What follows belongs to an exercise in optimizing a design on an open flow for small area; a production flow would make more cautious choices.
At most, simulation tests tie the RTL to the original design; equivalence was not proved.
No activity file was given, so power comes from the tool's default toggle rates. The flow treats the clock pin as an ideal source, which a real chip does not have.

==> flow/design.v (excerpt) <==
module tile_pixel_encoder #(
    parameter int TILE_W = 20,
    parameter int TILE_H = 20,
    parameter int DEPTH  = TILE_W * TILE_H,
    parameter int ADDR_W = 9,
    parameter int IDX_W  = 4
) (
    input  logic              Clk,
    input  logic              Reset,
    input  logic              start,
    input  logic              pix_valid,
    input  logic [23:0]       pix_color,
    output logic              pix_ready,
    input  logic [ADDR_W-1:0] read_address,
    output logic [IDX_W-1:0]  output_index,
    output logic              busy,
    output logic              done,
    output logic              err,
    output logic [ADDR_W-1:0] err_addr
);
For scale: ~3000 cells after synthesis, roughly 54 I/O pins.
==> flow/config.mk <==
export PLATFORM = sky130hd
export DESIGN_NAME = tile_pixel_encoder
export DESIGN_NICKNAME = tile_pixel_encoder
export VERILOG_FILES = /design/flow/design.v
export SDC_FILE = /design/flow/constraint.sdc
export NUM_CORES = 4
export LEC_CHECK = 0
export CAP_MARGIN = 20
export CORE_MARGIN = 2
export CORE_UTILIZATION = 70
export CTS_BUF_LIST = sky130_fd_sc_hd__clkbuf_16
export CTS_CLUSTER_DIAMETER = 80
export CTS_CLUSTER_SIZE = 28
export SETUP_SLACK_MARGIN = 0.1
export SLEW_MARGIN = 20
export SYNTH_HIERARCHICAL = 1
export SYNTH_MINIMUM_KEEP_SIZE = 0
==> flow/constraint.sdc <==
create_clock -name core_clock -period 5.0 [get_ports {Clk}]
set_input_delay 1.0000 -clock core_clock [delete_from_list [all_inputs] [get_ports {Clk}]]
set_output_delay 1.0000 -clock core_clock [all_outputs]
set_load 0.01 [all_outputs]
standard.sh (not shown) runs the stock make flow with config.mk's settings and CLKGATE_MAP_FILE= SYNTH_SCRIPT=/design/flow/synth_recipe.tcl, a recipe that flattens the netlist after the stock synthesis.
==> flow/flow/run.sh <==
#!/bin/bash
# Standard layout, with plain buffers on the ports and no dummy clock loads.
set -euo pipefail
export BUFFER_PORTS_ARGS="-buffer_cell sky130_fd_sc_hd__buf_2"
export CTS_ARGS="-sink_clustering_enable -repair_clock_nets -dont_use_dummy_load -sink_clustering_size 28 -sink_clustering_max_diameter 80 -buf_list sky130_fd_sc_hd__clkbuf_16"
bash standard.sh > standard.log 2>&1
The starting point finished with timing, DRC and antenna clean.
Next try:
Settings changed: CORE_UTILIZATION 70 to 76.
The new run completed without violations.
Setup slack improved by 0.086 ns.
Non-clock buffer count went up by 7.
Combinational power barely changes.
Sequential share of layout area stays flat.
Synthesized area stays the same.
Via count went up by a few percent.
Cell count went down slightly.
Next try:
==> flow/flow/run.sh (replaced) <==
#!/bin/bash
# Standard layout, with plain buffers on the ports and no dummy clock loads.
set -euo pipefail
export BUFFER_PORTS_ARGS="-buffer_cell sky130_fd_sc_hd__buf_1"
export CTS_ARGS="-sink_clustering_enable -repair_clock_nets -dont_use_dummy_load -sink_clustering_size 28 -sink_clustering_max_diameter 80 -buf_list sky130_fd_sc_hd__clkbuf_16"
bash standard.sh > standard.log 2>&1
Settings changed: CORE_UTILIZATION 76 to 70.
Result: The new run produced a clean layout; die area came out higher by 8.4%; design area came out lower by 0.39%; clock skew stays flat; cell count came out higher by 1.3%; first-iteration DRC count came out lower by about 10%; sequential share of layout area came out higher by 0.26 points; via count came out lower by 5.3%; maximum frequency came out lower by 0.31%; worst setup slack gets worse by 0.015 ns.

* * *

north:
tile_pixel_encoder, a different RTL version from the one above (not shown whole).
Size in the first run: ~2700 cells after synthesis, about 54 I/O pins, about 50000 um^2 of cells after synthesis.
==> flow/config.mk <==
export PLATFORM = sky130hd
export DESIGN_NAME = tile_pixel_encoder
export DESIGN_NICKNAME = tile_pixel_encoder
export VERILOG_FILES = /design/flow/design.v
export SDC_FILE = /design/flow/constraint.sdc
export NUM_CORES = 4
export LEC_CHECK = 0
export CAP_MARGIN = 20
export CORE_MARGIN = 2
export CORE_UTILIZATION = 50
export CTS_BUF_LIST = sky130_fd_sc_hd__clkbuf_16
export CTS_CLUSTER_DIAMETER = 60
export CTS_CLUSTER_SIZE = 24
export SLEW_MARGIN = 20
export SYNTH_HIERARCHICAL = 1
export SYNTH_MINIMUM_KEEP_SIZE = 0
==> flow/constraint.sdc <==
create_clock -name core_clock -period 5.0 [get_ports {Clk}]
set_input_delay 1.0000 -clock core_clock [delete_from_list [all_inputs] [get_ports {Clk}]]
set_output_delay 1.0000 -clock core_clock [all_outputs]
set_load 0.01 [all_outputs]
==> flow/flow/run.sh <==
#!/bin/bash
# Standard layout, with plain buffers on the ports and no dummy clock loads.
set -euo pipefail
export BUFFER_PORTS_ARGS="-buffer_cell sky130_fd_sc_hd__buf_2"
export CTS_ARGS="-sink_clustering_enable -repair_clock_nets -dont_use_dummy_load -sink_clustering_size 24 -sink_clustering_max_diameter 60 -buf_list sky130_fd_sc_hd__clkbuf_16"
bash standard.sh > standard.log 2>&1
[inputs] south vs north
==> flow/run.sh (new file) <==
#!/bin/bash
# synth_recipe.tcl (not shown) runs the flow's synth.tcl, then flattens the netlist and writes it again
# the make line also repeats each setting of config.mk as NAME=value (left out here)
make -C /OpenROAD-flow-scripts/flow DESIGN_CONFIG=/design/flow/config.mk WORK_HOME=/design/flow/orfs CLKGATE_MAP_FILE= SYNTH_SCRIPT=/design/flow/synth_recipe.tcl finish
removed: flow/flow/run.sh
removed: flow/standard.sh
Notes after the runs:
Number of diodes in south vs north: down 4
Re transition at the pin with the smallest max-transition slack: north and south aren't equal, and the higher value belongs to north.
Leakage power on south is behind north.
Cell area | south vs north | south larger
south vs. north: setup slack has decreased; instance count after placement with tap cells included saw an increase.
Function was not checked in any run of this note: the RTL went through the layout flow alone.

==> separate check: timing with driven ports <==
How much do the figures lean on ideal ports? The routed layouts below were timed once more, with nothing changed but the port constraints.
Step 1: set_driving_cell puts a clkbuf_16 on Clk and a buf_2 on each other input, an assumption about the parent block.
Step 2 also shifts input and output timing later by t, the mid clock arrival at the registers, as if the neighbouring blocks saw the same clock.
Three values: no drivers, after step 1, after step 2; two values: the first two.
| run | t (ns) | setup WS [ns] | clock arrival spread, ns | cell pins on the clock port's net |
|---|---|---|---|---|
| the first run of note 1 | 0.704 | 0.126 / 0.170 / -0.534 | 0.067 / 0.067 | 1 |
| the second run of note 1 | 0.712 | 0.212 / 0.234 / -0.452 | 0.068 / 0.068 | 1 |
| the third run of note 1 | 0.715 | 0.197 / 0.239 / -0.476 | 0.071 / 0.071 | 1 |
| north | 0.731 | 0.910 / 0.896 / 0.165 | 0.069 / 0.070 | 1 |
| south | 0.760 | 0.633 / 0.569 / -0.141 | 0.035 / 0.035 | 1 |
Met with ideal ports but missed after step 2: setup timing in the first run of note 1, the second run of note 1, the third run of note 1 and south. The setup slack of south, which loses most, moves by -0.064 ns with the drivers and by -0.774 ns with both steps.
